What follows belongs to an exercise in optimizing a design on an open flow for small area and a short achievable clock period; a production flow would make more cautious choices.
RTL that was checked went through simulation tests only; none was proved equivalent to the original.

Setup of the baseline:
==> flow/design.v <==
module unified_mem_pipe #(
    parameter int ADDR_W   = 6,
    parameter int READ_LAT = 1,
    parameter int CNT_W    = 16
) (
    input  logic              clk,
    input  logic              rst_n,
    input  logic              if_req,
    input  logic [ADDR_W-1:0] if_addr,
    output logic              if_ready,
    output logic              if_valid,
    output logic [31:0]       if_rdata,
    input  logic              d_req,
    input  logic              d_we,
    input  logic [2:0]        d_funct3,
    input  logic [ADDR_W-1:0] d_addr,
    input  logic [31:0]       d_wdata,
    output logic              d_ready,
    output logic              d_valid,
    output logic [31:0]       d_rdata,
    output logic              d_err,
    output logic [CNT_W-1:0]  conflict_cnt
);
    localparam int WA    = ADDR_W - 2;
    localparam int WORDS = 2 ** WA;
    logic [31:0]       mem [WORDS];
    logic              d_acc;
    logic              if_acc;
    logic              d_err_c;
    logic              d_wr;
    logic [3:0]        be;
    logic [31:0]       wd;
    logic [WA-1:0]     ra;
    logic [31:0]       rd_word;
    logic [7:0]        rd_byte;
    logic [15:0]       rd_half;
    logic [31:0]       ld_val;
    logic [CNT_W-1:0]  cnt_q;
    logic              d_vld_p0_q;
    logic              d_err_p0_q;
    logic [31:0]       d_rdata_p0_q;
    logic              if_vld_p0_q;
    logic [31:0]       if_rdata_p0_q;
    function automatic logic acc_err(input logic we, input logic [2:0] f3, input logic [1:0] a);
        logic e;
        case (f3)
            3'b000:  e = 1'b0;
            3'b001:  e = a[0];
            3'b010:  e = (a != 2'b00);
            3'b100:  e = we;
            3'b101:  e = we | a[0];
            default: e = 1'b1;
        endcase
        acc_err = e;
    endfunction
    assign d_ready  = rst_n;
    assign if_ready = rst_n & ~d_req;
    assign d_acc    = rst_n & d_req;
    assign if_acc   = rst_n & if_req & ~d_req;
    assign d_err_c  = acc_err(d_we, d_funct3, d_addr[1:0]);
    assign d_wr     = d_acc & d_we & ~d_err_c;
    always_comb begin
        case (d_funct3[1:0])
            2'b00:   be = 4'b0001 << d_addr[1:0];
            2'b01:   be = d_addr[1] ? 4'b1100 : 4'b0011;
            default: be = 4'b1111;
        endcase
    end
    assign wd[7:0]   = d_wdata[7:0];
    assign wd[15:8]  = (d_funct3[1:0] == 2'b00) ? d_wdata[7:0] : d_wdata[15:8];
    assign wd[23:16] = d_funct3[1] ? d_wdata[23:16] : d_wdata[7:0];
    assign wd[31:24] = d_funct3[1] ? d_wdata[31:24] :
                       (d_funct3[0] ? d_wdata[15:8] : d_wdata[7:0]);
    always_ff @(posedge clk) begin
        for (int k = 0; k < 4; k++)
            if (d_wr && be[k]) mem[d_addr[ADDR_W-1:2]][8*k +: 8] <= wd[8*k +: 8];
    end
    assign ra      = d_req ? d_addr[ADDR_W-1:2] : if_addr[ADDR_W-1:2];
    assign rd_word = mem[ra];
    assign rd_byte = rd_word[8*d_addr[1:0] +: 8];
    assign rd_half = d_addr[1] ? rd_word[31:16] : rd_word[15:0];
    always_comb begin
        case (d_funct3)
            3'b000:  ld_val = {{24{rd_byte[7]}}, rd_byte};
            3'b001:  ld_val = {{16{rd_half[15]}}, rd_half};
            3'b100:  ld_val = {24'h0, rd_byte};
            3'b101:  ld_val = {16'h0, rd_half};
            default: ld_val = rd_word;
        endcase
    end
    always_ff @(posedge clk or negedge rst_n) begin
        if (!rst_n) begin
            d_vld_p0_q    <= 1'b0;
            d_err_p0_q    <= 1'b0;
            d_rdata_p0_q  <= '0;
            if_vld_p0_q   <= 1'b0;
            if_rdata_p0_q <= '0;
            cnt_q         <= '0;
        end else begin
            d_vld_p0_q    <= d_acc;
            d_err_p0_q    <= d_acc & d_err_c;
            d_rdata_p0_q  <= (d_acc && !d_we && !d_err_c) ? ld_val : '0;
            if_vld_p0_q   <= if_acc;
            if_rdata_p0_q <= if_acc ? rd_word : '0;
            if (if_req && d_req && !(&cnt_q)) cnt_q <= cnt_q + CNT_W'(1);
        end
    end
    generate
        if (READ_LAT >= 2) begin : g_lat2
            logic        d_vld_p1_q;
            logic        d_err_p1_q;
            logic [31:0] d_rdata_p1_q;
            logic        if_vld_p1_q;
            logic [31:0] if_rdata_p1_q;
            always_ff @(posedge clk or negedge rst_n) begin
                if (!rst_n) begin
                    d_vld_p1_q    <= 1'b0;
                    d_err_p1_q    <= 1'b0;
                    d_rdata_p1_q  <= '0;
                    if_vld_p1_q   <= 1'b0;
                    if_rdata_p1_q <= '0;
                end else begin
                    d_vld_p1_q    <= d_vld_p0_q;
                    d_err_p1_q    <= d_err_p0_q;
                    d_rdata_p1_q  <= d_rdata_p0_q;
                    if_vld_p1_q   <= if_vld_p0_q;
                    if_rdata_p1_q <= if_rdata_p0_q;
                end
            end
            assign d_valid  = d_vld_p1_q;
            assign d_err    = d_err_p1_q;
            assign d_rdata  = d_rdata_p1_q;
            assign if_valid = if_vld_p1_q;
            assign if_rdata = if_rdata_p1_q;
        end else begin : g_lat1
            assign d_valid  = d_vld_p0_q;
            assign d_err    = d_err_p0_q;
            assign d_rdata  = d_rdata_p0_q;
            assign if_valid = if_vld_p0_q;
            assign if_rdata = if_rdata_p0_q;
        end
    endgenerate
    assign conflict_cnt = cnt_q;
endmodule
Settings: LEC_CHECK=0, CAP_MARGIN=20, CORE_MARGIN=2, CORE_UTILIZATION=30, SETUP_SLACK_MARGIN=2.5, SLEW_MARGIN=20; clock period 5.5 ns.
standard.sh (not shown) runs the stock make flow with config.mk's settings and CLKGATE_MAP_FILE= SYNTH_SCRIPT=/design/flow/synth_recipe.tcl, a recipe that flattens the netlist after the stock synthesis.
==> flow/flow/run.sh <==
#!/bin/bash
# Standard synthesis, then the standard layout with two changes: ports are buffered with
# buf_2 instead of the resizer's default pick, and repair may resize a cell to any cell of the
# same function (not only the same footprint). Each make's full output goes to its own log.
set -euo pipefail
bash standard.sh synth > synth.log 2>&1
bash standard.sh MATCH_CELL_FOOTPRINT=0 "BUFFER_PORTS_ARGS=-buffer_cell sky130_fd_sc_hd__buf_2" finish > layout.log 2>&1
> inputs changed (the baseline -> the candidate)
--- a/flow/design.v
+++ b/flow/design.v
@@ -76,16 +76,33 @@
             if (d_wr && be[k]) mem[d_addr[ADDR_W-1:2]][8*k +: 8] <= wd[8*k +: 8];
     end
-    assign ra      = d_req ? d_addr[ADDR_W-1:2] : if_addr[ADDR_W-1:2];
-    assign rd_word = mem[ra];
-    assign rd_byte = rd_word[8*d_addr[1:0] +: 8];
+    assign ra = d_req ? d_addr[ADDR_W-1:2] : if_addr[ADDR_W-1:2];
+    logic [31:0] rd_grp [WORDS/4];
+    always_comb begin
+        for (int g = 0; g < WORDS/4; g++) begin
+            case (ra[1:0])
+                2'd0:    rd_grp[g] = mem[4*g + 0];
+                2'd1:    rd_grp[g] = mem[4*g + 1];
+                2'd2:    rd_grp[g] = mem[4*g + 2];
+                default: rd_grp[g] = mem[4*g + 3];
+            endcase
+        end
+        rd_word = rd_grp[ra[WA-1:2]];
+    end
+    logic [3:0] bsel;
+    logic       ld_ok;
+    logic       sx;
+    assign ld_ok = d_acc & ~d_we & ~d_err_c;
+    always_comb begin
+        bsel = '0;
+        bsel[d_addr[1:0]] = 1'b1;
+    end
+    assign rd_byte = ({8{bsel[0]}} & rd_word[7:0])   | ({8{bsel[1]}} & rd_word[15:8]) |
+                     ({8{bsel[2]}} & rd_word[23:16]) | ({8{bsel[3]}} & rd_word[31:24]);
     assign rd_half = d_addr[1] ? rd_word[31:16] : rd_word[15:0];
+    assign sx = ~d_funct3[2] & (d_funct3[0] ? rd_half[15] : rd_byte[7]);
     always_comb begin
-        case (d_funct3)
-            3'b000:  ld_val = {{24{rd_byte[7]}}, rd_byte};
-            3'b001:  ld_val = {{16{rd_half[15]}}, rd_half};
-            3'b100:  ld_val = {24'h0, rd_byte};
-            3'b101:  ld_val = {16'h0, rd_half};
-            default: ld_val = rd_word;
-        endcase
+        ld_val[7:0]   = (d_funct3[1:0] == 2'b00) ? rd_byte : rd_half[7:0];
+        ld_val[15:8]  = (d_funct3[1:0] == 2'b00) ? {8{sx}} : rd_half[15:8];
+        ld_val[31:16] = (d_funct3[1:0] == 2'b10) ? rd_word[31:16] : {16{sx}};
     end
     always_ff @(posedge clk or negedge rst_n) begin
@@ -100,5 +117,5 @@
             d_vld_p0_q    <= d_acc;
             d_err_p0_q    <= d_acc & d_err_c;
-            d_rdata_p0_q  <= (d_acc && !d_we && !d_err_c) ? ld_val : '0;
+            d_rdata_p0_q  <= ld_ok ? ld_val : '0;
             if_vld_p0_q   <= if_acc;
             if_rdata_p0_q <= if_acc ? rd_word : '0;
==> run notes <==
Higher pin count of the biggest net entering global routing among the baseline and the candidate: the candidate
Required time of the critical path for the candidate: 210 ps up relative to the baseline
The candidate vs the baseline — setup slack dropped 37 ps.
Looking at via total after detailed routing, the candidate sits above the baseline.
Lower clock skew among the baseline and the candidate: the baseline
Against the baseline, the candidate comes in 24% higher on global-route wire length before repair.
For non-clock buffer count, dividing the value from the baseline by the value from the candidate gives 0.65.
Function not checked in the candidate: the RTL went through the layout flow alone.

-- static timing again, ports no longer ideal --
In the flow no input, the clock included, has a driving cell. The finished layouts below were timed again as built, in two steps.
Step 1, drivers: a clkbuf_16 drives clk and a buf_2 each remaining input, both assumed.
Step 2, shift: input delay + t, output delay - t, t = (earliest + latest rising clock arrival at the registers) / 2. This alone moves slack from input paths to output paths.
Three values: no drivers, after step 1, after step 2; two values: the first two.
| run | t (ns) | setup WS [ns] | hold slack, ns | worst setup path after step 2 | pins driven straight from the clock port |
|---|---|---|---|---|---|
| the baseline | 0.688 | 2.491 / 2.501 / 1.813 | 0.483 / 0.444 / 0.512 | input to register | 1 |
| the candidate | 0.682 | 2.455 / 2.361 / 1.679 | 0.305 / 0.269 / 0.491 | input to register | 1 |
After both steps every run listed still meets setup and hold. For the candidate, which loses most, drivers alone change the setup slack by -0.094 ns; drivers and shift together by -0.776 ns.
